This design comes from an exercise in tuning for small area on the open sky130 flow, not from production work.
Where RTL was checked, it was by simulation tests only, not by an equivalence proof against the original.
No functional check of the RTL was part of run 4.
Power is estimated from default activity; no workload was simulated.

`design.v`:
```
package mcu_pkg;
    typedef logic [28-1:0]       inst_t;
    typedef logic [12-1:0]       addr_t;
    typedef logic [(12 + 2)-1:0]        ptr_t;
    typedef logic [64-1:0]       data_t;
    typedef logic [6-1:0] upc_t;
    typedef logic [14-1:0]      uinst_t;
    typedef logic [11-1:0]       loop_t;
    typedef enum logic [1:0] {
        ST_IDLE,
        ST_FETCH,
        ST_DECODE,
        ST_EXEC
    } ctrl_state_t;
endpackage
module matrix_ctrl (
    input  logic            clk,
    input  logic            rstn,
    input  mcu_pkg::inst_t  inst,
    input  logic            inst_valid,
    input  mcu_pkg::data_t  mem_rd_data_0,
    input  mcu_pkg::data_t  mem_rd_data_1,
    input  mcu_pkg::data_t  mem_rd_data_2,
    input  mcu_pkg::data_t  mem_rd_data_3,
    output mcu_pkg::addr_t  mem_addr_0,
    output mcu_pkg::addr_t  mem_addr_1,
    output mcu_pkg::addr_t  mem_addr_2,
    output mcu_pkg::addr_t  mem_addr_3,
    output logic            mem_wr_en_0,
    output logic            mem_wr_en_1,
    output logic            mem_wr_en_2,
    output logic            mem_wr_en_3,
    output mcu_pkg::data_t  a_data,
    output mcu_pkg::data_t  b_data,
    output mcu_pkg::data_t  c_data,
    output logic            macs_en,
    output logic            macs_signal,
    output logic            finish
);
    localparam logic [3:0] S_IDLE  = 4'd1,
                           S_FETCH = 4'd2,
                           S_D0    = 4'd3,
                           S_D1    = 4'd4,
                           S_D2    = 4'd5,
                           S_D3    = 4'd6,
                           S_D4    = 4'd7,
                           S_D5    = 4'd8,
                           S_E0    = 4'd9,
                           S_MK0   = 4'd10,
                           S_MK1   = 4'd11,
                           S_MA    = 4'd12,
                           S_MB    = 4'd13,
                           S_WEN   = 4'd14,
                           S_DONE  = 4'd15;
    logic [3:0]  st, st_n;
    logic        sgn;              
    logic [3:0]  ic;               
    logic        cx;               
    logic [5:0]  lp;               
    logic [13:0] sa, sb, sc;       
    logic [13:0] pa, pb, pc;       
    logic        z;                
    wire s_fetch = (st == S_FETCH);
    wire s_d0    = (st == S_D0);
    wire s_d1    = (st == S_D1);
    wire s_d2    = (st == S_D2);
    wire s_d3    = (st == S_D3);
    wire s_d4    = (st == S_D4);
    wire s_d5    = (st == S_D5);
    wire s_mk0   = (st == S_MK0);
    wire s_mk1   = (st == S_MK1);
    wire s_mac   = (st == S_MA) | (st == S_MB);
    wire s_wen   = (st == S_WEN);
    wire s_done  = (st == S_DONE);
    wire [10:0] cnt  = {cx, ic, lp};
    wire        last = (cnt == 11'd0);
    always_comb begin
        st_n = st + 4'd1;
        case (st)
            S_FETCH: if (!inst_valid) st_n = S_FETCH;
            S_E0:    if (!cx) st_n = S_DONE;
            S_WEN:   if (!last) st_n = S_MK1;
            S_DONE:  st_n = S_IDLE;
            default: ;
        endcase
    end
    always_ff @(posedge clk or negedge rstn) begin
        if (!rstn) begin
            st  <= S_IDLE;
            sgn <= 1'b0;
        end else begin
            st <= st_n;
            if (s_fetch) sgn <= inst[12] & (inst[27:25] == 3'b100);
        end
    end
    always_ff @(posedge clk) begin
        if (s_fetch) begin
            cx     <= (inst[27:25] == 3'b100);
            ic     <= inst[16:13];
            lp     <= inst[11:6];
        end else if (s_mk0) begin
            ic     <= '0;
            cx     <= 1'b0;
        end else if (s_mk1) begin
            {cx, ic, lp} <= cnt - 11'd1;
        end
        sc[13:8] <= mem_rd_data_0[13:8];
        sc[7:0]  <= s_fetch ? {inst[24:21], inst[20:17]} : mem_rd_data_0[7:0];
        sb <= sc;
        sa <= sb;
    end
    function automatic logic [11:0] bump(input logic [11:0] p, input logic inc);
        logic c;
        c = inc;
        for (int k = 0; k < 12; k++) begin
            bump[k] = p[k] ^ c;
            c = c & p[k];
        end
    endfunction
    always_ff @(posedge clk or negedge rstn) begin
        if (!rstn) z <= 1'b1;
        else if (s_d5) z <= 1'b0;
    end
    always_ff @(posedge clk) begin
        pa <= s_d5 ? sa : {pa[13:12], bump(pa[11:0], s_mac)};
        pb <= s_d5 ? sb : {pb[13:12], bump(pb[11:0], s_mac)};
        pc <= s_d5 ? sc : {pc[13:12], bump(pc[11:0], s_wen)};
    end
    wire [1:0] ka = pa[13:12] & {2{~z}};    
    wire [1:0] kb = pb[13:12] & {2{~z}};
    wire [1:0] kc = pc[13:12] & {2{~z}};
    assign macs_en     = s_mac;
    assign finish      = s_done;
    assign macs_signal = sgn & ~s_fetch & ~s_d0;
    wire [3:0] dsel = {kc[1] & ~kc[0], kc[1] & kc[0], ~kc[1] & ~kc[0], ~kc[1] & kc[0]};
    assign mem_wr_en_0 = s_wen & dsel[0];
    assign mem_wr_en_1 = s_wen & dsel[1];
    assign mem_wr_en_2 = s_wen & dsel[2];
    assign mem_wr_en_3 = s_wen & dsel[3];
    logic [3:0] ha, hb, hc;
    always_comb begin
        for (int p = 0; p < 4; p++) begin
            ha[p] = (ka == 2'(p));
            hb[p] = (kb == 2'(p));
            hc[p] = (kc == 2'(p));
        end
    end
    wire tbl = s_d1 | s_d2 | s_d3;
    logic [3:0] uc, ub, ua;
    always_comb begin
        for (int p = 0; p < 4; p++) begin
            uc[p] = (pc[13] == p[1]) & ~z;
            ub[p] = (pb[13:12] == 2'(p)) & ~z & ~uc[p];
            ua[p] = (pa[13:12] == 2'(p)) & ~z & ~(pb[13:12] == 2'(p)) & ~uc[p];
        end
    end
    wire       nz0 = uc[0] | ub[0] | ua[0];
    sel6_12 u_m0 (.n({~uc[0] | tbl, ~ub[0] | tbl, ~ua[0] | tbl}), .nz(nz0 & ~tbl),
                  .m({~s_d3, ~s_d2, ~s_d1}), .nzt(nz0 | tbl),
                  .d2(pc[11:0]), .d1(pb[11:0]), .d0(pa[11:0]), .t2(ic), .t1(sa[3:0]), .t0(sb[7:4]), .y(mem_addr_0));
    sel3_12 u_m1 (.n(~{uc[1], ub[1], ua[1]}), .nz(uc[1] | ub[1] | ua[1]),
                  .d2(pc[11:0]), .d1(pb[11:0]), .d0(pa[11:0]), .y(mem_addr_1));
    sel3_12 u_m2 (.n(~{uc[2], ub[2], ua[2]}), .nz(uc[2] | ub[2] | ua[2]),
                  .d2(pc[11:0]), .d1(pb[11:0]), .d0(pa[11:0]), .y(mem_addr_2));
    sel3_12 u_m3 (.n(~{uc[3], ub[3], ua[3]}), .nz(uc[3] | ub[3] | ua[3]),
                  .d2(pc[11:0]), .d1(pb[11:0]), .d0(pa[11:0]), .y(mem_addr_3));
    sel4_64 u_a (.n(~ha), .d0(mem_rd_data_0), .d1(mem_rd_data_1), .d2(mem_rd_data_2), .d3(mem_rd_data_3), .y(a_data));
    sel4_64 u_b (.n(~hb), .d0(mem_rd_data_0), .d1(mem_rd_data_1), .d2(mem_rd_data_2), .d3(mem_rd_data_3), .y(b_data));
    sel4_64 u_c (.n(~hc), .d0(mem_rd_data_0), .d1(mem_rd_data_1), .d2(mem_rd_data_2), .d3(mem_rd_data_3), .y(c_data));
endmodule
module sel4_64 (
    input  logic [3:0]  n,
    input  logic [63:0] d0, d1, d2, d3,
    output logic [63:0] y
);
    assign y = (d0 | {64{n[0]}}) & (d1 | {64{n[1]}}) & (d2 | {64{n[2]}}) & (d3 | {64{n[3]}});
endmodule
module sel3_12 (
    input  logic [2:0]  n,
    input  logic        nz,
    input  logic [11:0] d2, d1, d0,
    output logic [11:0] y
);
    assign y = (d2 | {12{n[2]}}) & (d1 | {12{n[1]}}) & (d0 | {12{n[0]}}) & {12{nz}};
endmodule
module sel6_12 (
    input  logic [2:0]  n,
    input  logic        nz,
    input  logic [2:0]  m,
    input  logic        nzt,
    input  logic [11:0] d2, d1, d0,
    input  logic [3:0]  t2, t1, t0,
    output logic [11:0] y
);
    wire [11:0] w = (d2 | {12{n[2]}}) & (d1 | {12{n[1]}}) & (d0 | {12{n[0]}});
    assign y[11:4] = w[11:4] & {8{nz}};
    assign y[3:0]  = w[3:0] & (t2 | {4{m[2]}}) & (t1 | {4{m[1]}}) & (t0 | {4{m[0]}}) & {4{nzt}};
endmodule
```
`config.mk`:
```
export PLATFORM = sky130hd
export DESIGN_NAME = matrix_ctrl
export DESIGN_NICKNAME = matrix_ctrl
export VERILOG_FILES = /design/flow/design.v
export SDC_FILE = /design/flow/constraint.sdc
export NUM_CORES = 4
export LEC_CHECK = 0
export CAP_MARGIN = 0
export CELL_PAD_IN_SITES_DETAIL_PLACEMENT = 0
export CELL_PAD_IN_SITES_GLOBAL_PLACEMENT = 1
export CORE_AREA = 25 25 175 175
export CTS_BUF_LIST = sky130_fd_sc_hd__clkbuf_8 sky130_fd_sc_hd__clkbuf_16
export DIE_AREA = 0 0 200 200
export PLACE_DENSITY = 0.5
export SETUP_SLACK_MARGIN = 0
export SLEW_MARGIN = 0
export SYNTH_HIERARCHICAL = 1
```
`flow/run.sh`:
```
#!/bin/bash
# Standard ORFS layout with two changes: buf_1 as the port buffer cell, and
# clock tree synthesis without dummy loads.
set -o pipefail
export BUFFER_PORTS_ARGS="-buffer_cell sky130_fd_sc_hd__buf_1"
export CTS_ARGS="-sink_clustering_enable -repair_clock_nets -buf_list sky130_fd_sc_hd__clkbuf_8 -dont_use_dummy_load"
bash standard.sh > standard.log 2>&1
```
`constraint.sdc`:
```
create_clock -name core_clock -period 3.5 [get_ports {clk}]
set_input_delay 0.7000 -clock core_clock [delete_from_list [all_inputs] [get_ports {clk}]]
set_output_delay 0.7000 -clock core_clock [all_outputs]
set_load 0.01 [all_outputs]
```
`standard.sh`:
```
#!/bin/bash
# synth_recipe.tcl (not shown) runs the flow's synth.tcl, then flattens the netlist and writes it again
# the make line also repeats each setting of config.mk as NAME=value (left out here)
make -C /OpenROAD-flow-scripts/flow DESIGN_CONFIG=/design/flow/config.mk WORK_HOME=/design/flow/orfs CLKGATE_MAP_FILE= SYNTH_SCRIPT=/design/flow/synth_recipe.tcl "${@:-finish}"
```
==> results of run 1 <==
==> sequential cells by signal, indices dropped and copies added, names as in the netlist <==
name	count
sc	14
sa	14
ic	4
pc	14
z	1
cx	1
pb	14
lp	6
pa	14
st	4
sb	14
sgn	1
==> final timing paths <==
kind / endpoint / slack [ps]
worst max-delay path: a_data[11] / 140
worst min-delay path: st[3]$_DFF_PN0_ / 260
worst max register to register: pb[11]$_DFF_P_ / 140
worst min register to register: sa[10]$_DFF_P_ / 320
max in group asynchronous: st[0]$_DFF_PN1_ / 2900
min in group core_clock: sa[10]$_DFF_P_ / 320
==> cells in the final DEF, fill, tap and decap left out, drive strengths merged, types with 11 or more instances in the layout <==
| cell type | count |
|---|---|
| inv | 11 |
| o21ai | 63 |
| diode | 20 |
| ha | 38 |
| nand2 | 147 |
| nor2 | 263 |
| dfxtp | 78 |
| o22ai | 433 |
| buf | 564 |
| edfxtp | 17 |
==> per-module statistics from Yosys, one instance, submodules excluded <==
| module | area [µm²] | flip-flops and latches | copies in the design | cells |
|---|---|---|---|---|
| matrix_ctrl | 4090 | 101 | 1 | 429 |
| sel3_12 | 209 | 0 | 3 | 40 |
| sel6_12 | 297 | 0 | 1 | 47 |
| sel4_64 | 1300 | 0 | 3 | 220 |
==> critical path: stages, from the launching register on <==
cell                      delay, ps
sky130_fd_sc_hd__dfstp_2        720
sky130_fd_sc_hd__nor2_1         100
sky130_fd_sc_hd__nand2_2        100
sky130_fd_sc_hd__buf_4          660
sky130_fd_sc_hd__o22ai_1        130
sky130_fd_sc_hd__nor2_1         300
sky130_fd_sc_hd__buf_1          220
==> logic make-up (layout without fill, tap and decap cells) <==
family | after synthesis | in the layout | synth area share [%]
xor gates and xnor gates | 12 | 12 | 1.18
buffers and inverters | 128 | 585 | 11.6
other | 0 | 20 | 0
and+or+nand+nor | 455 | 455 | 20.8
AOI/OAI and AO/OA | 521 | 521 | 36.1
DFF | 101 | 101 | 24.9
muxes | 1 | 1 | 0.126
adders and majority gates | 38 | 38 | 5.33
==> power by group through the flow <==
stage / Sequential [mW] / Clock [mW] / Combinational [mW]
after floorplan: 1.91 / 0 / 2.37
after global placement: 2.11 / 0 / 3.71
after detailed placement: 2.12 / 0 / 3.72
after CTS: 2.09 / 0.602 / 3.74
after global routing: 2.15 / 0.639 / 4.14
final: 2.11 / 0.579 / 3.74
==> layer usage <==
layer	wire (µm)	share of wire, %
met4	1950	3.2
met5	119	0.20
met1	20900	34
met2	30800	51
met3	7130	12
==> layout make-up <==
| cell class | instances | area [µm²] | share of cell area [%] |
|---|---|---|---|
| clock buffer | 9 | 124 | 1.14 |
| antenna | 20 | 50.0 | 0.461 |
| tap | 280 | 350 | 3.23 |
| multi-input combinational | 1027 | 5730 | 52.9 |
| inverter | 12 | 45.0 | 0.415 |
| sequential | 101 | 2220 | 20.5 |
| timing repair buffer | 564 | 2320 | 21.4 |
==> timing repair <==
action	CTS	global route
setup endpoints to repair	0	19
buffers inserted	0	1
hold buffers	0	0
resized for setup	0	9
==> run summary, run 1 <==
- Wires add up to 60,900 µm.
- The die span in x is 200 µm.
- The mapped netlist covers 8920 µm².
- The post-synthesis cell count is 1,256.
- Global routing consumed, on the met1 layer, 29.2% of the routing resources.
- The number of inserted filler cells in the final layout is 2,422.
- The net switching power is 3.29 mW.
- The count of buffers from port buffering is 527.
- The clock root buffer master is sky130_fd_sc_hd__clkbuf_8.
- The internal cell power is 3.14 mW.
- The mean number of vias per cell is 6.11.
- The peak supply drop is 0.279 mV.
- The async set or reset register ratio after synthesis is 5.94%.
- TritonCTS built the clock tree.
- The clock sink count is 101.
- The critical path is of the reg2out type.
- The part of the total power dissipated in the clock network is 9.0%.
- At the pin with the least slew margin, the transition time is 873 ps.
- The maximum buffer depth of the clock tree is 2.
- The DRC violations left is 0.
- The post-detailed-placement cell area is 10,600 µm².
- The total of flip-flops plus latches after synthesis is 101.
- For this design the static power due to leakage is 3.93 nW.
- The routed layout has 12,300 vias.
- Counting distinct cell types in the post-synthesis netlist gives 49.
- The number of failing hold endpoints at the final stage is 0.
- Timing analysis after detailed placement gives a worst setup slack of 61.5 ps.
- The cell area power density is 593 nW/µm².
- The run finished with no timing, DRC or antenna violations.
- The clock period minus final worst setup slack is 3360 ps.
- Entering global routing, the biggest net connects 65 pins.
- The area of all placed cells without fillers is 10,800 µm².
- The number of placed instances, taps included, is 1,983.
- The estimated wirelength of the detail-placed design is 48,700 µm.
- The relative contribution of combinational cells to total power is 58.1%.
- The switching part of the total power is 51.1%.
- Measured along the y axis, the die boundary spans 200 µm.
- After synthesis, flip-flops and latches occupy 24.9% of the total area.
- The type of the worst min-delay path is in2async.
- Of all nets on the critical path, the largest fanout is 64.
- The aggregate global-route resource usage is 27.1%.
- The fraction of final layout cells with drive strength greater than 1 is 4.85%.
- sky130_fd_sc_hd__o22ai_1 takes more of the synthesized area than any other cell.
- The data arrival time at the worst-slack endpoint is 2660 ps.
- At the end of the flow, the number of nets in the layout was 2,040.
- The number of pins exceeding their max-slew limit in the final report came to 0.
- The initialized floorplan defines 54 standard-cell rows.
- On the final layout, the worst clock skew is 28.6 ps.
- For this configuration, the core starts out at a cell density of 40.6%.
- The global-route track usage on met3 is 10.4%.
- The wire length of the first global-routing pass is 83,600 µm.
- By instance count, the leading cell after synthesis is sky130_fd_sc_hd__o22ai_1.
- In the final routed layout, each cell accounts on average for 30.2 µm.
- The first routing iteration left 1,465 violations.
- The number of antenna violations at the first check in global routing came to 24.
- The worst reg-to-reg path cell count is 16.
- From synthesis to final layout, the design area changed by 21.6%.
- Derived from the worst setup path, the maximum achievable clock frequency is 298 MHz.
- For this run, global-route usage on met2 was measured as 46.4%.
- In this run the remaining antenna-violating nets after routing total 0.
- Yosys attributes the largest share of cell area to sky130_fd_sc_hd__o22ai_1 30%, sky130_fd_sc_hd__dfxtp_1 18%, sky130_fd_sc_hd__nor2_1 11%, sky130_fd_sc_hd__nand2_1 6.2%, sky130_fd_sc_hd__buf_6 6.1%.
- Headroom to the max-slew limit came out at 41.8%.
- Global routing finished with a remaining overflow of 0.
- Across all hold checks on the routed design, the worst slack comes to 258 ps.
- STA classifies the critical path endpoint as an output port.
- The sequential power share is 32.8%.
- The final RePlAce weighted congestion is 0.943.
- Setup repair after global routing left no endpoint under its margin.
- The fraction of the core area covered by cells at the end of the flow is 49.4%.
- The required time reported for the critical path endpoint is 2800 ps.
- The total setup violations reported at the end of the flow is 0.
- The worst-case setup margin in the final layout is 143 ps.
- Power comes to 6.43 mW.
- The number of nets in the synthesized netlist is 1,581.
- The later-pin clock latency in the skew report is 370 ps.
- The total CTS buffers is 9.
- The global routing stage identified its most utilized layer as met2.
- The number of maximum-capacitance constraint violations is 0.
- The per-instance average area after synthesis is 7.10 µm².
- The critical register-to-register path startpoint is st[0]$_DFF_PN1_.
- The final total negative setup slack is 0 ps.
- STA classifies the critical path startpoint as a flop.
- 534 I/O pins were placed.
- Leaving out filler cells and counting taps, the final layout contains 2,013.
- The count of yosys warnings during synthesis is 7.
- After floorplanning, the core was sized to cover 22,000 µm².
- The number of global-route vias before repair is 11,700.
- The H-tree was split into 3 levels.
- The number of flops mapped to enable cells by yosys is 17.
- In this run the worst setup path begins at z$_DFFE_PN1P_.
- By count the netlist is led by 433 x sky130_fd_sc_hd__o22ai_1, 263 x sky130_fd_sc_hd__nor2_1, 147 x sky130_fd_sc_hd__nand2_1.
- The clock-pin slew on the worst setup and hold paths is 70 ps.
- The most common flop cell mapped by yosys is sky130_fd_sc_hd__dfxtp_1.
- Dividing the final minimum period by the clock period gives 95.9%.
- For this run, the detailed router's first-pass iteration total came to 5.
- The die outline area is 40,000 µm².
- After synthesis, the largest area contributor takes up 30.4% of total cell area.
==> run 2, diff against run 1 <==
--- a/flow/run.sh
+++ b/flow/run.sh
@@ -2,3 +2,3 @@
 # Standard ORFS layout with two changes: buf_1 as the port buffer cell, and
-# clock tree synthesis without dummy loads.
+# clock tree synthesis with clkbuf_8 buffers and no dummy loads.
 set -o pipefail
==> run summary, run 2 <==
- On the critical path, the stage with the largest delay is an instance of sky130_fd_sc_hd__dfstp_2.
- The analysis attributes to cell leakage a power of 3.93 nW.
- The fraction of the core area covered by cells at the end of the flow is 49.4%.
- Counting every instance in the synthesized netlist gives 1,256.
- In this run the worst path has a maximum fanout of 64.
- The number of nets in the synthesized netlist is 1,581.
- The kind of cell adding the most delay to the critical path is buffers and inverters.
- The setup slack after placement is 61.5 ps.
- The final antenna-violating net count is 0.
- The met2 track demand over resource is 46.4%.
- The most common flop cell mapped by yosys is sky130_fd_sc_hd__dfxtp_1.
- Traced cell by cell, the critical path runs through nor2_1, nand2_2, buf_4, o22ai_1, nor2_1, buf_1.
- The number of maximum-capacitance constraint violations is 0.
- The area of all placed cells without fillers is 10,800 µm².
- The highest-utilization routing layer at the global route stage is met2.
- The endpoint identified for the worst register-to-register timing path is pb[11]$_DFF_P_.
- The area of the placeable core is 22,000 µm².
- The aggregate global-route resource usage is 27.1%.
- Once routing completed, OpenROAD measured the worst setup slack at 143 ps.
- The number of buffers inserted by hold repair at cts is 0.
- After layout, the worst path uses 95.9% of the clock period.
- The commonest non-fill, non-tap cell in the layout is sky130_fd_sc_hd__buf_1.
- In the final design database the tool counted 2,040 nets.
- The total CTS buffers is 9.
- The final RePlAce weighted congestion is 0.943.
- Setup violations remaining at the end of the flow were counted as 0.
- The kind of end point of the critical path is an output port.
- The number of failing hold endpoints at the final stage is 0.
- Leaving out fill and tap cells, the most frequent cells in the layout are 527 x sky130_fd_sc_hd__buf_1, 433 x sky130_fd_sc_hd__o22ai_1, 260 x sky130_fd_sc_hd__nor2_1.
- The largest net degree at the start of global routing is 65.
- The minimum hold slack is 258 ps.
- Dividing total power by cell area gives a power density of 593 nW/µm².
- In this run the tightest slew margin relative to its limit is 41.8%.
- The number of pins exceeding their max-slew limit in the final report is 0.
- The area growth from synthesis to layout is 21.6%.
- The minimum setup slack among reg-to-reg paths is 140 ps.
- STA puts the critical path data required time at 2800 ps.
- The global-route track usage on met3 is 10.4%.
- The number of global-route vias before repair is 11,700.
- Setup repair after global routing left no endpoint under its margin.
- Measured along the y axis, the die boundary spans 200 µm.
- After synthesis, the largest area contributor takes up 30.4% of total cell area.
- The number of distinct library cells after synthesis is 49.
- The H-tree level count is 3.
- In the routed layout, each cell is associated on average with a via count of 6.11.
- The post-detailed-placement cell area is 10,600 µm².
- Sorting the synthesized cells by area gives the leading types as sky130_fd_sc_hd__o22ai_1 30%, sky130_fd_sc_hd__dfxtp_1 18%, sky130_fd_sc_hd__nor2_1 11%, sky130_fd_sc_hd__nand2_1 6.2%, sky130_fd_sc_hd__buf_6 6.1%.
- Between clock sinks in the finished design, the worst skew comes to 28.6 ps.
- The type of the worst min-delay path is in2async.
- The layout has 2,422 filler cells.
- The synthesized design contains 17 enable-type register cells.
- After synthesis, the most frequently instantiated cells are 433 x sky130_fd_sc_hd__o22ai_1, 263 x sky130_fd_sc_hd__nor2_1, 147 x sky130_fd_sc_hd__nand2_1.
- TritonCTS built the clock tree.
- The critical path contains buffers and inverters numbering 2 combined.
- The share of the Yosys chip area taken by registers is 24.9%.
- Summing all multi-input logic gate instances after layout gives 5730 µm².
- The clock-pin slew on the worst setup and hold paths is 70 ps.
- The first routing iteration left 1,465 violations.
- The routed wirelength normalized by instance count is 30.2 µm.
- The first global-routing pass estimated 83,600 µm of wire.
- The estimated wirelength of the detail-placed design is 48,700 µm.
- For the final routed database, the setup TNS stands at 0 ps.
- The dominant cell by count in the synthesized netlist is sky130_fd_sc_hd__o22ai_1.
- The measured slew at the worst slew-check pin is 873 ps.
- Based on the critical path, the design can be clocked at up to 298 MHz.
- In this run the critical register-to-register path is launched from st[0]$_DFF_PN1_.
- The startpoint-to-endpoint class of the critical path is reg2out.
- The die span in x is 200 µm.
- CTS placed an instance of sky130_fd_sc_hd__clkbuf_8 at the clock tree root.
- In the synthesized netlist the async set-or-reset flop fraction comes to 5.94%.
- After global routing the overflow that remains totals 0.
- The flow ran to the end and the layout has no timing, DRC or antenna violations.
- The number of antenna violations at the first check in global routing is 24.
- The floorplan has 54 rows.
- The routed layout has 12,300 vias.
- The clock sink count is 101.
- In the routed design, unresolved DRC markers number 0.
- The per-instance average area after synthesis is 7.10 µm².
- The die covers 40,000 µm².
- Port buffering added 527 buffers.
- The launching element type of the critical path is a flop.
- The maximum buffer depth of the clock tree is 2.
- The synthesized design contains 101 register bits.
- The most common cell type on the critical path is sky130_fd_sc_hd__nor2_1.
- The mapped netlist covers 8920 µm².
- Registers take 2220 µm².
- The biggest area consumer among synthesized cells is sky130_fd_sc_hd__o22ai_1.
- The overall routed net length is 60,900 µm.
- The fraction of final layout cells with drive strength greater than 1 is 4.85%.
- The maximum single-stage delay on the critical path is 720 ps.
- The first-pass detailed-route iteration total is 5.
- The worst register-to-register path has a depth of 16.
- Data arrives at the worst endpoint at 2660 ps.
- For this configuration, the core starts out at a cell density of 40.6%.
- The clock period minus final worst setup slack is 3360 ps.
- The count of yosys warnings during synthesis is 7.
- In this run the count of I/O pins placed on the die edge is 534.
- IR analysis of the VDD net gives a maximum drop of 0.279 mV.
- The clock reaches the later pin of the worst-skew pair after 370 ps.
- In the global route stage, met1 resource usage came out at 29.2%.
-- run 2: cell counts after synthesis --
Identical to the previous run, type by type.
-- run 2: per-module statistics from Yosys (local to each module, per instance) --
module	copies in the design	cells inside
sel4_64	3	220
sel6_12	1	47
sel3_12	3	40
matrix_ctrl	1	429
-- run 2: worst register-to-register path, stage by stage, from the launching register on --
cell                      delay, ps
sky130_fd_sc_hd__dfstp_2        530
sky130_fd_sc_hd__inv_1           60
sky130_fd_sc_hd__ha_2           200
sky130_fd_sc_hd__o211a_4        270
sky130_fd_sc_hd__ha_2           170
sky130_fd_sc_hd__ha_1           170
sky130_fd_sc_hd__ha_1           190
sky130_fd_sc_hd__ha_1           180
sky130_fd_sc_hd__ha_1           180
sky130_fd_sc_hd__ha_1           180
sky130_fd_sc_hd__ha_1           190
sky130_fd_sc_hd__ha_1           190
sky130_fd_sc_hd__ha_1           180
sky130_fd_sc_hd__ha_1           180
sky130_fd_sc_hd__ha_1           180
sky130_fd_sc_hd__xnor2_1        130
sky130_fd_sc_hd__a21oi_1         80
-- run 2: cell type report --
type	count	area share, %
repair buffers	564	21.4
inverters	12	0.415
well taps	280	3.23
flip-flops and latches	101	20.5
multi-input cells	1027	52.9
clock buffers	9	1.14
diodes	20	0.461
-- run 2: cell families after synthesis --
family	share of synthesized area, %
muxes	0.126
DFF	24.9
AOI/OAI and AO/OA	36.1
and+or+nand+nor	20.8
adders and majority gates	5.33
buffers and inverters	11.6
xor gates and xnor gates	1.18
-- run 2: report_power, final --
part | switching, mW | leakage (nW) | internal, mW
combinational | 2.44 | 2.99 | 1.30
clock | 0.348 | 0.0648 | 0.231
sequential | 0.502 | 0.881 | 1.61
total | 3.29 | 3.93 | 3.14
-- run 2: routing by layer --
layer,routed length [µm],part of all wire (%)
met5,119,0.20
met4,1950,3.2
met1,20900,34
met2,30800,51
met3,7130,12
-- run 2: per-stage QoR --
stage	total power, mW	instances
after floorplan	4.29	1256
after detailed placement	5.84	1983
final	6.43	2013
after global routing	6.93	2010
after CTS	6.43	1992
after global placement	5.82	1983
-- run 2: worst max path at each step --
stage / from / endpoint / slack [ps] / cells past startpoint
final: z$_DFFE_PN1P_ / a_data[11] / 140 / 6
after global routing: st[0]$_DFF_PN1_ / pc[11]$_DFF_P_ / 8 / 17
after CTS: st[0]$_DFF_PN1_ / pa[11]$_DFF_P_ / 60 / 16
after detailed placement: st[0]$_DFF_PN1_ / pa[11]$_DFF_P_ / 60 / 16
after global placement: st[0]$_DFF_PN1_ / pa[11]$_DFF_P_ / 90 / 16
after floorplan: st[0]$_DFF_PN1_ / pc[11]$_DFF_P_ / 100 / 18
-- run 2: what timing repair did --
action,in CTS,in global routing
buffers inserted,0,1
setup endpoints to repair,0,19
endpoints found under the hold margin,0,0
resized for setup,0,9
==> run 3, diff against run 2 <==
==> flow/run.sh (replaced) <==
#!/bin/bash
# Standard ORFS layout with two changes: buf_1 as the port buffer cell, and
# clock tree synthesis options (smaller sink clusters, no dummy loads).
set -o pipefail
export BUFFER_PORTS_ARGS="-buffer_cell sky130_fd_sc_hd__buf_1"
export CTS_ARGS="-sink_clustering_enable -repair_clock_nets -buf_list {sky130_fd_sc_hd__clkbuf_4 sky130_fd_sc_hd__clkbuf_8 sky130_fd_sc_hd__clkbuf_16} -sink_clustering_size 10 -sink_clustering_max_diameter 30 -sink_clustering_levels 1 -dont_use_dummy_load"
bash standard.sh > standard.log 2>&1
--- a/config.mk
+++ b/config.mk
@@ -7,4 +7,4 @@
 export LEC_CHECK = 0
-export CAP_MARGIN = 0
-export CELL_PAD_IN_SITES_DETAIL_PLACEMENT = 0
+export CAP_MARGIN = 5
+export CELL_PAD_IN_SITES_DETAIL_PLACEMENT = 1
 export CELL_PAD_IN_SITES_GLOBAL_PLACEMENT = 1
@@ -14,4 +14,4 @@
 export PLACE_DENSITY = 0.5
-export SETUP_SLACK_MARGIN = 0
-export SLEW_MARGIN = 0
+export SETUP_SLACK_MARGIN = 0.02
+export SLEW_MARGIN = 5
 export SYNTH_HIERARCHICAL = 1
==> run summary, run 3 <==
- The part of the total power dissipated in the clock network is 12.5%.
- The estimated wirelength of the detail-placed design is 51,500 µm.
- Entering global routing, the biggest net connects 65 pins.
- At the pin with the least slew margin, the transition time is 864 ps.
- The number of core rows is 54.
- On the worst path, the slowest cell contributes a delay of 530 ps.
- Sequential cells were found to cover 24.9% of the synthesized design area.
- The internal cell power is 3.38 mW.
- Timing analysis after detailed placement gives a worst setup slack of 34.2 ps.
- In the routed design, unresolved DRC markers number 0.
- The most common cell type on the critical path is sky130_fd_sc_hd__ha_1.
- The clock tree from TritonCTS is built.
- The via total after detailed routing is 12,500.
- The switching part of the total power is 50.4%.
- Max-cap violations in this run came to 0.
- Routability-driven placement finished with a final weighted congestion of 0.943.
- The first-pass detailed-route iteration total is 8.
- The number of global-route vias before repair is 12,600.
- Leaving out fill and tap cells, the most frequent cell in the layout is sky130_fd_sc_hd__buf_1.
- The number of flops mapped to enable cells by yosys is 17.
- The die covers 40,000 µm².
- Counting every net in the synthesized netlist gives 1,581.
- The worst path needs 3390 ps of the cycle, external delays included.
- Dividing the detail-routed wire length by the instance count gives 31.6 µm.
- The number of pins exceeding their max-slew limit in the final report is 0.
- The die span in x is 200 µm.
- In the layout the commonest cells are 527 x sky130_fd_sc_hd__buf_1, 433 x sky130_fd_sc_hd__o22ai_1, 260 x sky130_fd_sc_hd__nor2_1.
- The total CTS buffers is 9.
- Of the cells placed in the final design, the portion with a size suffix greater than 1 is 5.01%.
- Summing all flip-flop and latch instances after layout gives 2220 µm².
- The clock-pin slew on the worst setup and hold paths is 70 ps.
- On the final layout, the worst clock skew is 24.0 ps.
- In the synthesized netlist, the cells that appear most often are 433 x sky130_fd_sc_hd__o22ai_1, 263 x sky130_fd_sc_hd__nor2_1, 147 x sky130_fd_sc_hd__nand2_1.
- The type of the worst min-delay path is in2async.
- The post-detailed-placement cell area is 10,600 µm².
- The launching element type of the critical path is a flop.
- The number of failing hold endpoints at the final stage is 0.
- For this run, the number of Yosys warnings is 7.
- For this design the ratio of total power to cell area is 621 nW/µm².
- After synthesis, the share of flip-flops with an asynchronous set or reset is 5.94%.
- The area of all placed cells without fillers is 11,000 µm².
- The per-instance average area after synthesis is 7.10 µm².
- By instance count, the leading cell after synthesis is sky130_fd_sc_hd__o22ai_1.
- The number of top-level pins is 534.
- The worst-case setup margin in the final layout is 111 ps.
- The overall routed net length is 63,800 µm.
- The later-pin clock latency in the skew report is 360 ps.
- The required time reported for the critical path endpoint is 3730 ps.
- In this run, post-CTS hold repair placed 0 buffers.
- The kind of cell adding the most delay to the critical path is adder cells.
- During placement, the flow inserted port buffers numbering 527.
- At the end of the flow, the number of nets in the layout was 2,042.
- The number of antenna violations at the first check in global routing is 32.
- The worst setup path is of the reg2reg kind.
- Derived from the worst setup path, the maximum achievable clock frequency is 295 MHz.
- The kind of end point of the critical path is a flop.
- The mean number of vias per cell is 6.21.
- The H-tree was split into 3 levels.
- After synthesis, the cell types taking the most area are sky130_fd_sc_hd__o22ai_1 30%, sky130_fd_sc_hd__dfxtp_1 18%, sky130_fd_sc_hd__nor2_1 11%, sky130_fd_sc_hd__nand2_1 6.2%, sky130_fd_sc_hd__buf_6 6.1%.
- Synthesis instantiated 49 different standard cells from the library.
- The maximum buffer depth of the clock tree is 2.
- Once the floorplan was initialized, standard cells occupied 40.6% of the core.
- In the synthesized netlist the dominant register cell turns out to be sky130_fd_sc_hd__dfxtp_1.
- The mapped cell area is 8920 µm².
- The growth of design area from synthesis to finish is 23.0%.
- The worst-case IR drop observed on VDD is 0.301 mV.
- The post-synthesis cell count is 1,256.
- The multi-input combinational cell area is 5730 µm².
- The aggregate global-route resource usage is 28.6%.
- STA puts the critical path data arrival time at 3620 ps.
- Setup violations remaining at the end of the flow were counted as 0.
- The number of buffers and inverters on the critical path is 1.
- The violation count after the first detailed-routing iteration is 1,286.
- The biggest area consumer among synthesized cells is sky130_fd_sc_hd__o22ai_1.
- The clock sink count is 101.
- The wire length of the first global-routing pass is 88,600 µm.
- Among all stages on the critical path, the largest delay is contributed by sky130_fd_sc_hd__dfstp_2.
- The vertical extent of the die is 200 µm.
- In this run the static leakage power is 3.98 nW.
- Synthesis inferred 101 register bits.
- The tree is rooted in a sky130_fd_sc_hd__clkbuf_16.
- The worst relative slew slack is 42.4%.
- The relative contribution of combinational cells to total power is 56.3%.
- The signal on the critical path passes through inv_1, ha_2, o211a_4, ha_2, ha_1, ha_1, ha_1, ha_1, ha_1, ha_1, ha_1, ha_2, ha_1, ha_1, xnor2_1, a21oi_1.
- After routing, the total negative slack on setup checks comes to 0 ps.
- The run finished with no timing, DRC or antenna violations.
- In this run the biggest area consumer among cell types represents 30.4% of the synthesized area.
- Of the total power, registers draw 31.2%.
- In this run the worst path has a maximum fanout of 3.
- Fill cells in the final layout number 3,123.
- The final antenna-violating net count is 0.
- Setup repair after global routing left no endpoint under its margin.
- For this run the aggregate overflow at the end of global routing stands at 0.
- The post-route fraction of the period consumed by the critical path is 96.8%.
- The area of the placeable core is 22,000 µm².
- For this design the total switching power over the nets is 3.44 mW.
run 3: logic make-up (layout without fill, tap and decap cells):
kind of cell	Yosys count	after routing	synth area share, %
and+or+nand+nor	455	455	20.8
xor gates and xnor gates	12	12	1.18
AOI/OAI and AO/OA	521	521	36.1
muxes	1	1	0.126
other	0	22	0
DFF	101	101	24.9
adders and majority gates	38	38	5.33
buffers and inverters	128	587	11.6
run 3: area by class of cell:
cell class | count | share of cell area, %
inverter | 12 | 0.410
antenna | 22 | 0.501
multi-input combinational | 1027 | 52.2
timing repair buffer | 566 | 21.4
tap | 280 | 3.19
sequential | 101 | 20.3
clock buffer | 9 | 2.05
run 3: worst paths after layout:
kind / start / end / slack [ps] / cells after the start
max: st[0]$_DFF_PN1_ / pa[11]$_DFF_P_ / 110 / 16
min: rstn / st[1]$_DFF_PN0_ / 280 / 1
max reg2reg: st[0]$_DFF_PN1_ / pa[11]$_DFF_P_ / 110 / 16
min reg2reg: sb[12]$_DFF_P_ / sa[12]$_DFF_P_ / 340 / 0
max in group asynchronous: rstn / z$_DFFE_PN1P_ / 2860 / 1
min in group core_clock: sb[12]$_DFF_P_ / sa[12]$_DFF_P_ / 340 / 0
run 3: per-stage QoR:
stage	instances	utilization (%)	power, mW	hold slack, ps
after global placement	1983	48.4	5.82	329
after detailed placement	1983	48.4	5.92	344
final	2017	50.0	6.82	284
after CTS	1992	49.4	6.79	273
after global routing	2014	50.0	7.30	294
after floorplan	1256	-	4.29	327
run 3: per-layer routing:
layer | wire length, µm | GRT usage (%) | up-vias | share of wire [%]
met3 | 7230 | 12.8 | 131 | 11
met2 | 32300 | 49.1 | 686 | 51
met1 | 21700 | 29.3 | 6003 | 34
met5 | 129 | 0 | - | 0.20
li1 | - | - | 5677 | -
met4 | 2420 | 12.9 | 20 | 3.8
run 3: modules after synthesis (local to each module, per instance):
module       cell area (µm²)  times used  cells inside  flip-flops and latches
sel6_12                  297           1            47                       0
sel3_12                  209           3            40                       0
matrix_ctrl             4090           1           429                     101
sel4_64                 1300           3           220                       0
run 3: power groups by stage:
stage / Sequential [mW] / Combinational (mW) / Clock [mW]
4_1_cts: 2.10 / 3.82 / 0.868
3_5_place_dp: 2.13 / 3.79 / 0
5_1_grt: 2.18 / 4.22 / 0.911
2_1_floorplan: 1.91 / 2.37 / 0
3_3_place_gp: 2.11 / 3.71 / 0
6_report: 2.13 / 3.84 / 0.850
run 3: what timing repair did:
item,in CTS,in global routing
setup buffers,0,3
resized for setup,0,10
setup endpoints to repair,0,22
==> run 4, diff against run 3 <==
--- a/design.v
+++ b/design.v
@@ -71,4 +71,3 @@
     wire s_mk1   = (st == S_MK1);
-    wire s_mac   = (st == S_MA) | (st == S_MB);
-    wire s_wen   = (st == S_WEN);
+    logic s_mac, s_wen;            
     wire s_done  = (st == S_DONE);
@@ -88,6 +87,10 @@
         if (!rstn) begin
-            st  <= S_IDLE;
-            sgn <= 1'b0;
+            st    <= S_IDLE;
+            sgn   <= 1'b0;
+            s_mac <= 1'b0;
+            s_wen <= 1'b0;
         end else begin
-            st <= st_n;
+            st    <= st_n;
+            s_mac <= (st == S_MK1) | (st == S_MA);    
+            s_wen <= (st == S_MB);                     
             if (s_fetch) sgn <= inst[12] & (inst[27:25] == 3'b100);
==> flow/run.sh (replaced) <==
#!/bin/bash
# Standard ORFS layout with two changes: buf_1 as the port buffer cell, and
# clock tree synthesis without dummy loads.
set -o pipefail
export BUFFER_PORTS_ARGS="-buffer_cell sky130_fd_sc_hd__buf_1"
export CTS_ARGS="-sink_clustering_enable -repair_clock_nets -buf_list {sky130_fd_sc_hd__clkbuf_8 sky130_fd_sc_hd__clkbuf_16} -dont_use_dummy_load"
bash standard.sh > standard.log 2>&1
==> run summary, run 4 <==
- The number of buffers and inverters on the critical path is 2.
- The HPWL after detailed placement is 51,700 µm.
- For this block, the routed nets add up to 64,600 µm of wire.
- The library cells used most frequently in the layout, excluding fill and tap cells, are 527 x sky130_fd_sc_hd__buf_1, 433 x sky130_fd_sc_hd__o22ai_1, 262 x sky130_fd_sc_hd__nor2_1.
- The via total after detailed routing is 12,700.
- The total overflow left after global routing is 0.
- The DRC violations left is 0.
- The first-pass detailed-route iteration total is 5.
- The total of flip-flops plus latches after synthesis is 103.
- The fraction of final layout cells with drive strength greater than 1 is 3.96%.
- The die span in x is 200 µm.
- For this design, the slowest cell found on the critical path is sky130_fd_sc_hd__dfstp_2.
- The starting utilization of the core area is 41.1%.
- On the final layout, the worst clock skew is 13.9 ps.
- The later-pin clock latency in the skew report is 350 ps.
- The number of pins exceeding their max-slew limit in the final report is 0.
- The maximum single-stage delay on the critical path is 710 ps.
- Across the run, the number of max-cap violations was 0.
- The multi-input combinational cell area is 5760 µm².
- Walking the worst path, the cells encountered are or3b_2, buf_4, o22ai_1, nor2_1, buf_1.
- The kind of cell adding the most delay to the critical path is buffers and inverters.
- Yosys instantiated no cell more often than sky130_fd_sc_hd__o22ai_1.
- The total setup violations reported at the end of the flow is 0.
- The number of failing hold endpoints at the final stage came to 0.
- Ranked by total cell area, the synthesized netlist is headed by sky130_fd_sc_hd__o22ai_1 30%, sky130_fd_sc_hd__dfxtp_1 17%, sky130_fd_sc_hd__nor2_1 11%, sky130_fd_sc_hd__nand2_1 6.1%, sky130_fd_sc_hd__buf_6 5.9%.
- The maximum fanout along the worst path is 64.
- The total number of nets in the final design is 2,047.
- The number of nets in the synthesized netlist is 1,593.
- The type of the worst min-delay path is in2async.
- The number of core rows is 54.
- At the pin with the least slew margin, the transition time is 872 ps.
- The leakage power figure is 3.94 nW.
- The routed wirelength normalized by instance count is 32.0 µm.
- The maximum buffer depth of the clock tree is 2.
- The async set or reset register ratio after synthesis is 7.77%.
- Relative to the synthesized area, the layout overhead comes to 22.2%.
- After synthesis, the most frequently instantiated cells are 433 x sky130_fd_sc_hd__o22ai_1, 265 x sky130_fd_sc_hd__nor2_1, 146 x sky130_fd_sc_hd__nand2_1.
- After clock tree synthesis, the clock-pin slew on the worst setup and hold paths is 70 ps.
- The worst setup path startpoint is z$_DFFE_PN1P_.
- For the worst setup path, the data arrival time is 2690 ps.
- TritonCTS built the clock tree.
- The floorplan step defined a die boundary enclosing 40,000 µm².
- The count of yosys warnings during synthesis is 7.
- The number of distinct library cells after synthesis is 50.
- The wire length of the first global-routing pass is 89,100 µm.
- Static timing analysis puts the maximum clock frequency at 295 MHz.
- The cell area power density is 268 nW/µm².
- The required time reported for the critical path endpoint is 2800 ps.
- Setup repair after global routing left no endpoint under its margin.
- The H-tree level count is 3.
- The area share of the largest cell type after synthesis is 30.0%.
- The clock sink count is 103.
- The number of antenna violations at the first check in global routing is 27.
- After synthesis, the mean cell area works out to 7.13 µm².
- The critical path runs through a total of 5 cells.
- The worst path needs 3390 ps of the cycle, external delays included.
- The number of flops mapped to enable cells by yosys is 17.
- STA classifies the critical path startpoint as a flop.
- Once detail routing completed, the nets flagged for antenna violations numbered 0.
- The number of global-route vias before repair is 12,700.
- STA classifies the critical path endpoint as an output port.
- The count of buffers from port buffering is 527.
- The run finished with no timing, DRC or antenna violations.
- The filler cells instantiated in the layout total 3,148.
- The cell count after synthesis came out at 1,267.
- In this run, the number of DRC markers left after iteration 0 of detailed routing was 1,250.
- The most common flop cell mapped by yosys is sky130_fd_sc_hd__dfxtp_1.
- The sequential-to-total area share from yosys stat is 25.2%.
- The worst register-to-register path begins at s_mac$_DFF_PN0_.
- The final RePlAce weighted congestion is 0.950.
- Headroom to the max-slew limit came out at 41.8%.
- Counting the buffers created by CTS gives 9.
- Across all hold checks on the routed design, the worst slack comes to 336 ps.
- The mapped cell area is 9030 µm².
- Across the whole layout, storage elements account for 2270 µm².
- The startpoint-to-endpoint class of the critical path is reg2out.
- 534 I/O pins were placed.
- Entering global routing, the biggest net connects 66 pins.
- The worst reg-to-reg path cell count is 13.
- The area of the placeable core is 22,000 µm².
- In this run the vertical extent of the chip is 200 µm.
- The clock root buffer master is sky130_fd_sc_hd__clkbuf_16.
- The peak supply drop is 0.216 mV.
- The post-route fraction of the period consumed by the critical path is 96.8%.
- Using the TritonRoute via totals, the vias-per-cell ratio works out to 6.29.
- The final total negative setup slack is 0 ps.
- The commonest non-fill, non-tap cell in the layout is sky130_fd_sc_hd__buf_1.
- The power after layout is 2.96 mW.
- The aggregate global-route resource usage is 28.8%.
- The largest total area in the synthesized netlist belongs to sky130_fd_sc_hd__o22ai_1.
run 4: changes by cell type in the layout (fill, tap and decap cells not counted), sizes merged, moves of 2 or more:
cell,delta
nand2b,+2
nand3b,+3
buf,-6
nand3,+2
nor2b,-4
dfrtp,+2
and3,+2
nor2,+2
run 4: final cells by class:
cell class	instances	share of cell area, %
Clock buffer	9	2.04
Antenna cell	22	0.499
Inverter	12	0.408
Multi-Input combinational cell	1035	52.2
Timing Repair Buffer	560	21.1
Tap cell	280	3.17
Sequential cell	103	20.6
run 4: metrics by stage:
stage	utilization, %	instances	instance area, µm²	worst slack (ps)
floorplan	-	1267	9030	806
global placement	48.9	1989	10700	501
detailed placement	48.9	1989	10700	469
CTS	50.0	1998	11000	86.6
global route	50.3	2020	11000	8.25
finish	50.3	2021	11000	111
run 4: worst paths after layout:
kind	endpoint	slack, ps
worst max register to register	pb[11]$_DFF_P_	470
max in group asynchronous	s_wen$_DFF_PN0_	2760
worst min register to register	sb[13]$_DFF_P_	350
worst max-delay path	a_data[11]	110
worst min-delay path	s_mac$_DFF_PN0_	340
min in group core_clock	sb[13]$_DFF_P_	350
run 4: layer usage:
metal	global-route usage, %	part of all wire [%]
met1	29.7	34
met5	0	0.10
met3	11.7	11
met2	49.5	51
met4	13.7	4.3
run 4: timing repair:
item,4_1_cts,5_1_grt
setup endpoints to repair,0,11
hold buffers,0,0
gates resized for setup,0,1
setup buffers,0,1
run 4: cells by family (layout without fill, tap and decap cells):
logic type / after synthesis / count (layout) / synth area share [%]
buffers and inverters: 129 / 581 / 11.5
XOR/XNOR: 13 / 13 / 1.26
adder cells (fa/ha/maj): 39 / 39 / 5.40
other: 0 / 22 / 0
AND/OR/NAND/NOR: 460 / 460 / 20.9
flip-flops: 103 / 103 / 25.2
AO/OA/AOI/OAI: 522 / 522 / 35.7
multiplexers: 1 / 1 / 0.111
run 4: power by group:
part	switching, mW	internal (mW)
combinational	0.460	0.255
clock	0.406	0.455
sequential	0.103	1.28
run 4: per-module statistics from Yosys, one instance, submodules excluded:
module / area [µm²] / flip-flops and latches / cells
sel3_12: 209 / 0 / 40
sel4_64: 1300 / 0 / 220
matrix_ctrl: 4200 / 103 / 440
sel6_12: 297 / 0 / 47

what the ideal ports hide:
Ports are ideal in the flow. The routed layouts listed here were re-timed in OpenROAD. Step 1, drivers: a clkbuf_16 drives clk and a buf_2 each remaining input, both assumed. Step 2 times the ports against the registers' clock, not the clock port: input delays grow and output delays shrink by t, the midpoint of the rising clock arrivals with the driver on. a / b / c = no drivers / after step 1 / after step 2; a / b = the first two.
| run | t, ns | setup WS [ns] | pins driven straight from the clock port |
|---|---|---|---|
| run 1 | 0.404 | 0.143 / 0.098 / 0.144 | 1 |
| run 2 | 0.404 | 0.143 / 0.098 / 0.144 | 1 |
| run 3 | 0.399 | 0.111 / 0.107 / 0.111 | 1 |
| run 4 | 0.391 | 0.111 / 0.061 / 0.452 | 1 |
After both steps every run listed still meets setup and hold.
